From an optimization exercise on the open Yosys and OpenROAD flow, aimed at small area and a short achievable clock period; shortcuts taken in it are not production practice. At most, simulation tests tie the RTL to the original design; equivalence was not proved.

==> inputs of violet <==
==> flow/design.v <==
package mcu_pkg;
    typedef logic [28-1:0]       inst_t;
    typedef logic [12-1:0]       addr_t;
    typedef logic [(12 + 2)-1:0]        ptr_t;
    typedef logic [64-1:0]       data_t;
    typedef logic [6-1:0] upc_t;
    typedef logic [14-1:0]      uinst_t;
    typedef logic [11-1:0]       loop_t;
    typedef enum logic [1:0] {
        ST_IDLE,
        ST_FETCH,
        ST_DECODE,
        ST_EXEC
    } ctrl_state_t;
endpackage
module matrix_ctrl (
    input  logic            clk,
    input  logic            rstn,
    input  mcu_pkg::inst_t  inst,
    input  logic            inst_valid,
    input  mcu_pkg::data_t  mem_rd_data_0,
    input  mcu_pkg::data_t  mem_rd_data_1,
    input  mcu_pkg::data_t  mem_rd_data_2,
    input  mcu_pkg::data_t  mem_rd_data_3,
    output mcu_pkg::addr_t  mem_addr_0,
    output mcu_pkg::addr_t  mem_addr_1,
    output mcu_pkg::addr_t  mem_addr_2,
    output mcu_pkg::addr_t  mem_addr_3,
    output logic            mem_wr_en_0,
    output logic            mem_wr_en_1,
    output logic            mem_wr_en_2,
    output logic            mem_wr_en_3,
    output mcu_pkg::data_t  a_data,
    output mcu_pkg::data_t  b_data,
    output mcu_pkg::data_t  c_data,
    output logic            macs_en,
    output logic            macs_signal,
    output logic            finish
);
    localparam logic [3:0] S_IDLE  = 4'd0,
                           S_FETCH = 4'd1,
                           S_D0    = 4'd2,
                           S_D1    = 4'd3,
                           S_D2    = 4'd4,
                           S_D3    = 4'd5,
                           S_D4    = 4'd6,
                           S_D5    = 4'd7,
                           S_E0    = 4'd8,
                           S_MARK0 = 4'd9,
                           S_MARK1 = 4'd10,
                           S_MAC0  = 4'd11,
                           S_MAC1  = 4'd12,
                           S_WEN   = 4'd13,
                           S_DONE  = 4'd14;
    logic [3:0]  state, next_state;
    logic [13:0] a_q, b_q, c_q;           
    logic [13:0] s1, s2, s3;              
    logic [11:0] idx;                     
    logic        is_mac, sign_q;          
    logic [10:0] cnt;                     
    logic        msig;
    wire st_fetch = (state == S_FETCH);
    wire st_d0    = (state == S_D0);
    wire st_d1    = (state == S_D1);
    wire st_d2    = (state == S_D2);
    wire st_d3    = (state == S_D3);
    wire st_d5    = (state == S_D5);
    wire st_idle  = (state == S_IDLE);
    wire st_mac   = (state == S_MAC0) | (state == S_MAC1);
    wire st_wen   = (state == S_WEN);
    wire last     = (cnt == 11'd1);
    always_comb begin
        case (state)
            S_IDLE:  next_state = S_FETCH;
            S_FETCH: next_state = inst_valid ? S_D0 : S_FETCH;
            S_D0:    next_state = S_D1;
            S_D1:    next_state = S_D2;
            S_D2:    next_state = S_D3;
            S_D3:    next_state = S_D4;
            S_D4:    next_state = S_D5;
            S_D5:    next_state = S_E0;
            S_E0:    next_state = is_mac ? S_MARK0 : S_DONE;
            S_MARK0: next_state = S_MARK1;
            S_MARK1: next_state = S_MAC0;
            S_MAC0:  next_state = S_MAC1;
            S_MAC1:  next_state = S_WEN;
            S_WEN:   next_state = last ? S_DONE : S_MARK1;
            default: next_state = S_IDLE;
        endcase
    end
    always_ff @(posedge clk or negedge rstn) begin
        if (!rstn) begin
            state <= S_IDLE;
            msig  <= 1'b0;
            a_q   <= '0;
            b_q   <= '0;
            c_q   <= '0;
        end else begin
            state <= next_state;
            if (st_idle) msig <= 1'b0;
            else if (st_d0) msig <= is_mac & sign_q;
            if (st_d5) begin
                a_q <= s3;
                b_q <= s2;
                c_q <= s1;
            end else begin
                if (st_mac) begin
                    a_q[11:0] <= a_q[11:0] + 1'b1;
                    b_q[11:0] <= b_q[11:0] + 1'b1;
                end
                if (st_wen) c_q[11:0] <= c_q[11:0] + 1'b1;
            end
        end
    end
    always_ff @(posedge clk) begin
        s1 <= mem_rd_data_0[13:0];
        s2 <= s1;
        s3 <= s2;
        if (st_fetch) begin
            idx    <= inst[24:13];
            is_mac <= (inst[27:25] == 3'b100);
            sign_q <= inst[12];
            cnt    <= {5'd0, inst[11:6]};
        end else if (st_wen) begin
            cnt <= cnt - 1'b1;
        end
    end
    assign macs_signal = msig;
    assign macs_en     = st_mac;
    assign finish      = (state == S_DONE);
    wire [1:0] d_bank = {c_q[13], ~c_q[12]};
    assign mem_wr_en_0 = st_wen & (d_bank == 2'd0);
    assign mem_wr_en_1 = st_wen & (d_bank == 2'd1);
    assign mem_wr_en_2 = st_wen & (d_bank == 2'd2);
    assign mem_wr_en_3 = st_wen & (d_bank == 2'd3);
    logic [11:0] port_addr [4];
    always_comb begin
        for (int p = 0; p < 4; p++) begin
            if (c_q[13] == p[1])                port_addr[p] = c_q[11:0];
            else if (b_q[13:12] == 2'(p))       port_addr[p] = b_q[11:0];
            else if (a_q[13:12] == 2'(p))       port_addr[p] = a_q[11:0];
            else                                port_addr[p] = 12'd0;
        end
    end
    wire table_en = st_d1 | st_d2 | st_d3;
    wire [3:0] table_idx = st_d1 ? idx[11:8] : st_d2 ? idx[7:4] : idx[3:0];
    assign mem_addr_0 = table_en ? {8'd0, table_idx} : port_addr[0];
    assign mem_addr_1 = port_addr[1];
    assign mem_addr_2 = port_addr[2];
    assign mem_addr_3 = port_addr[3];
    mcu_pkg::data_t rd [4];
    assign rd[0] = mem_rd_data_0;
    assign rd[1] = mem_rd_data_1;
    assign rd[2] = mem_rd_data_2;
    assign rd[3] = mem_rd_data_3;
    assign a_data = rd[a_q[13:12]];
    assign b_data = rd[b_q[13:12]];
    assign c_data = rd[c_q[13:12]];
endmodule
==> flow/run.sh <==
#!/bin/bash
# synth_recipe.tcl (not shown) runs the flow's synth.tcl, then flattens the netlist and writes it again
# the make line also repeats each setting of config.mk as NAME=value (left out here)
make -C /OpenROAD-flow-scripts/flow DESIGN_CONFIG=/design/flow/config.mk WORK_HOME=/design/flow/orfs CLKGATE_MAP_FILE= SYNTH_SCRIPT=/design/flow/synth_recipe.tcl finish
==> flow/config.mk <==
export PLATFORM = sky130hd
export DESIGN_NAME = matrix_ctrl
export DESIGN_NICKNAME = matrix_ctrl
export VERILOG_FILES = /design/flow/design.v
export SDC_FILE = /design/flow/constraint.sdc
export NUM_CORES = 4
export LEC_CHECK = 0
export CAP_MARGIN = 20
export CORE_MARGIN = 2
export CORE_UTILIZATION = 40
export PLACE_DENSITY = 0.6
export SETUP_SLACK_MARGIN = 1.0
export SLEW_MARGIN = 20
==> flow/constraint.sdc <==
create_clock -name core_clock -period 3.5 [get_ports {clk}]
set_input_delay 0.7000 -clock core_clock [delete_from_list [all_inputs] [get_ports {clk}]]
set_output_delay 0.7000 -clock core_clock [all_outputs]
set_load 0.01 [all_outputs]
==> inputs of lagoon, as changes to violet <==
==> flow/design.v, changed modules only <==
module matrix_ctrl (
    input  logic            clk,
    input  logic            rstn,
    input  mcu_pkg::inst_t  inst,
    input  logic            inst_valid,
    input  mcu_pkg::data_t  mem_rd_data_0,
    input  mcu_pkg::data_t  mem_rd_data_1,
    input  mcu_pkg::data_t  mem_rd_data_2,
    input  mcu_pkg::data_t  mem_rd_data_3,
    output mcu_pkg::addr_t  mem_addr_0,
    output mcu_pkg::addr_t  mem_addr_1,
    output mcu_pkg::addr_t  mem_addr_2,
    output mcu_pkg::addr_t  mem_addr_3,
    output logic            mem_wr_en_0,
    output logic            mem_wr_en_1,
    output logic            mem_wr_en_2,
    output logic            mem_wr_en_3,
    output mcu_pkg::data_t  a_data,
    output mcu_pkg::data_t  b_data,
    output mcu_pkg::data_t  c_data,
    output logic            macs_en,
    output logic            macs_signal,
    output logic            finish
);
    localparam logic [3:0] S_IDLE  = 4'd0,
                           S_FETCH = 4'd1,
                           S_D0    = 4'd2,
                           S_D1    = 4'd3,
                           S_D2    = 4'd4,
                           S_D3    = 4'd5,
                           S_D4    = 4'd6,
                           S_D5    = 4'd7,
                           S_E0    = 4'd8,
                           S_MARK0 = 4'd9,
                           S_MARK1 = 4'd10,
                           S_MAC0  = 4'd11,
                           S_MAC1  = 4'd12,
                           S_WEN   = 4'd13,
                           S_DONE  = 4'd14;
    logic [3:0]  state, next_state;
    logic [11:0] a_q, b_q, c_q;           
    logic [3:0]  a_oh, b_oh, c_oh;        
    logic [13:0] s1, s2, s3;              
    logic [11:0] idx;                     
    logic [10:0] cnt;                     
    logic        msig;
    logic        ten;                     
    logic        mac_q, wen_q, done_q;    
    wire st_fetch = (state == S_FETCH);
    wire st_d0    = (state == S_D0);
    wire st_d1    = (state == S_D1);
    wire st_d2    = (state == S_D2);
    wire st_d3    = (state == S_D3);
    wire st_d5    = (state == S_D5);
    wire st_idle  = (state == S_IDLE);
    wire st_mac   = mac_q;
    wire st_wen   = wen_q;
    wire last     = (cnt == 11'd1);
    always_comb begin
        case (state)
            S_IDLE:  next_state = S_FETCH;
            S_FETCH: next_state = inst_valid ? S_D0 : S_FETCH;
            S_D0:    next_state = S_D1;
            S_D1:    next_state = S_D2;
            S_D2:    next_state = S_D3;
            S_D3:    next_state = S_D4;
            S_D4:    next_state = S_D5;
            S_D5:    next_state = S_E0;
            S_E0:    next_state = cnt[10] ? S_DONE : S_MARK0;
            S_MARK0: next_state = S_MARK1;
            S_MARK1: next_state = S_MAC0;
            S_MAC0:  next_state = S_MAC1;
            S_MAC1:  next_state = S_WEN;
            S_WEN:   next_state = last ? S_DONE : S_MARK1;
            default: next_state = S_IDLE;
        endcase
    end
    always_ff @(posedge clk or negedge rstn) begin
        if (!rstn) begin
            state <= S_IDLE;
            msig  <= 1'b0;
            ten   <= 1'b0;
            mac_q <= 1'b0;
            wen_q <= 1'b0;
            done_q <= 1'b0;
            a_q   <= '0;
            b_q   <= '0;
            c_q   <= '0;
            a_oh  <= 4'b0001;
            b_oh  <= 4'b0001;
            c_oh  <= 4'b0001;
        end else begin
            state <= next_state;
            ten   <= st_d0 | st_d1 | st_d2;
            mac_q <= (next_state == S_MAC0) | (next_state == S_MAC1);
            wen_q <= (next_state == S_WEN);
            done_q <= (next_state == S_DONE);
            if (st_idle) msig <= 1'b0;
            else if (st_fetch && inst_valid) msig <= (inst[27:25] == 3'b100) & inst[12];
            if (st_d5) begin
                a_q  <= s3[11:0];
                b_q  <= s2[11:0];
                c_q  <= s1[11:0];
                a_oh <= 4'b0001 << s3[13:12];
                b_oh <= 4'b0001 << s2[13:12];
                c_oh <= 4'b0001 << s1[13:12];
            end else begin
                if (st_mac) begin
                    a_q <= a_q + 1'b1;
                    b_q <= b_q + 1'b1;
                end
                if (st_wen) c_q <= c_q + 1'b1;
            end
        end
    end
    always_ff @(posedge clk) begin
        s1 <= mem_rd_data_0[13:0];
        s2 <= s1;
        s3 <= s2;
        if (st_fetch) idx <= inst[24:13];
        else if (ten) idx <= {idx[7:0], 4'd0};    
        if (st_fetch) begin
            cnt    <= {inst[27:25] != 3'b100, 4'd0, inst[11:6]};
        end else if (st_wen) begin
            cnt <= cnt - 1'b1;
        end
    end
    assign macs_signal = msig & ~st_d0;    
    assign macs_en     = st_mac;
    assign finish      = done_q;
    wire [3:0] a_n = ~a_oh;
    wire [3:0] b_n = ~b_oh;
    wire [3:0] c_n = ~c_oh;
    assign mem_wr_en_0 = st_wen & c_oh[1];
    assign mem_wr_en_1 = st_wen & c_oh[0];
    assign mem_wr_en_2 = st_wen & c_oh[3];
    assign mem_wr_en_3 = st_wen & c_oh[2];
    wire c_lo = c_oh[0] | c_oh[1];
    logic [3:0] sel_c, sel_b, sel_a;
    always_comb begin
        for (int p = 0; p < 4; p++) begin
            sel_c[p] = (p < 2) ? c_lo : ~c_lo;
            sel_b[p] = ~sel_c[p] & b_oh[p];
            sel_a[p] = ~sel_c[p] & ~b_oh[p] & a_oh[p];
        end
    end
    wire [3:0] gate0 = {3'b111, ~ten};
    logic [11:0] port_addr [4];
    always_comb begin
        for (int p = 0; p < 4; p++)
            port_addr[p] = ({12{sel_c[p] & gate0[p]}} & c_q) |
                           ({12{sel_b[p] & gate0[p]}} & b_q) |
                           ({12{sel_a[p] & gate0[p]}} & a_q);
    end
    assign mem_addr_0 = port_addr[0] | {8'd0, {4{ten}} & idx[11:8]};
    assign mem_addr_1 = port_addr[1];
    assign mem_addr_2 = port_addr[2];
    assign mem_addr_3 = port_addr[3];
    assign a_data = (mem_rd_data_0 | {64{a_n[0]}}) & (mem_rd_data_1 | {64{a_n[1]}}) &
                    (mem_rd_data_2 | {64{a_n[2]}}) & (mem_rd_data_3 | {64{a_n[3]}});
    assign b_data = (mem_rd_data_0 | {64{b_n[0]}}) & (mem_rd_data_1 | {64{b_n[1]}}) &
                    (mem_rd_data_2 | {64{b_n[2]}}) & (mem_rd_data_3 | {64{b_n[3]}});
    assign c_data = (mem_rd_data_0 | {64{c_n[0]}}) & (mem_rd_data_1 | {64{c_n[1]}}) &
                    (mem_rd_data_2 | {64{c_n[2]}}) & (mem_rd_data_3 | {64{c_n[3]}});
endmodule
==> flow/flow/run.sh (new file) <==
#!/bin/bash
# Standard layout, with the port buffers made of buf_1 cells instead of the
# delay buffers buffer_ports picks by default.
export BUFFER_PORTS_ARGS="-buffer_cell sky130_fd_sc_hd__buf_1"
bash standard.sh > standard.log 2>&1
==> flow/standard.sh (new file) <==
#!/bin/bash
# synth_recipe.tcl (not shown) runs the flow's synth.tcl, then flattens the netlist and writes it again
# the make line also repeats each setting of config.mk as NAME=value (left out here)
make -C /OpenROAD-flow-scripts/flow DESIGN_CONFIG=/design/flow/config.mk WORK_HOME=/design/flow/orfs CLKGATE_MAP_FILE= SYNTH_SCRIPT=/design/flow/synth_recipe.tcl "${@:-finish}"
SETUP_SLACK_MARGIN = 0.0   (was 1.0)
removed: flow/run.sh
==> out/metrics.cfg <==
[cts]
post_cts.repair.setup_buffers = 0
cts.sink_count = 122

[floorplanning]
coreArea_sq_mm = 0.0241
start_util_pct = 40.3

[synth]
synth_top_cells_by_count = 194 x o22ai_1, 192 x a221oi_1, 145 x inv_1
synth_edf_count = 19
syn_avg_cell_area_sq_um = 7.57
synth-seq-cells = 122
netlist_instances = 1284

[finish]
multi_input_area_share_pct = 44.8

[critical_path]
r2r_start = state[1]
crit_fanout = 39
crit_buf_inv = 2
reg2reg_depth = 3

[power]
comb_power_uw = 9500
clockPowerShare_pct = 12.8
p_per_area_mw_per_mm2 = 1150
irDropWorstVdd_uv = 602

[status]
status = no timing/DRC/antenna violations

[timing]
fin_crit_ns = 3.20

[routing]
vias = 13400

[grt]
use_met3_pct = 8.47

Source of the figures above: lagoon

==> out/metrics.cfg <==
[timing]
fin_crit_ns = 2.86

[status]
status = no timing/DRC/antenna violations

[cts]
post_cts.repair.setup_buffers = 98

[power]
p_per_area_mw_per_mm2 = 1070
irDropWorstVdd_uv = 637
comb_power_uw = 15400

[floorplanning]
start_util_pct = 40.8
coreArea_sq_mm = 0.0243

[critical_path]
crit_fanout = 6
r2r_start = state[3]
reg2reg_depth = 5

[synth]
synth_edf_count = 20
synth-seq-cells = 114
synth_top_cells_by_count = 192 x mux4_2, 91 x nor2_1, 80 x nand2_1
netlist_instances = 824

[grt]
use_met3_pct = 19.9

[finish]
multi_input_area_share_pct = 38.8

Source of the figures above: violet

No functional check of the RTL was part of lagoon.

[separate check: timing with driven ports]
In the flow no input, the clock included, has a driving cell. The finished layouts below were timed again as built, in two steps. Step 1 sets driving cells, clkbuf_16 on the clock port and buf_2 on the other inputs (assumed; they add their load-dependent delay and slew). Step 2 moves the port delays by t, midway between the first and last clock arrival at a register: inputs arrive t later, outputs are due t later. That takes back most of the time a late clock gives input paths. a / b / c = no drivers / after step 1 / after step 2; a / b = the first two.
run | t, ns | slack for setup (ns) | pins driven straight from the clock port
violet | 0.463 | 0.643 / 0.592 / 0.656 | 1
lagoon | 0.467 | 0.299 / 0.249 / 0.716 | 1
After both steps every run listed still meets setup and hold.
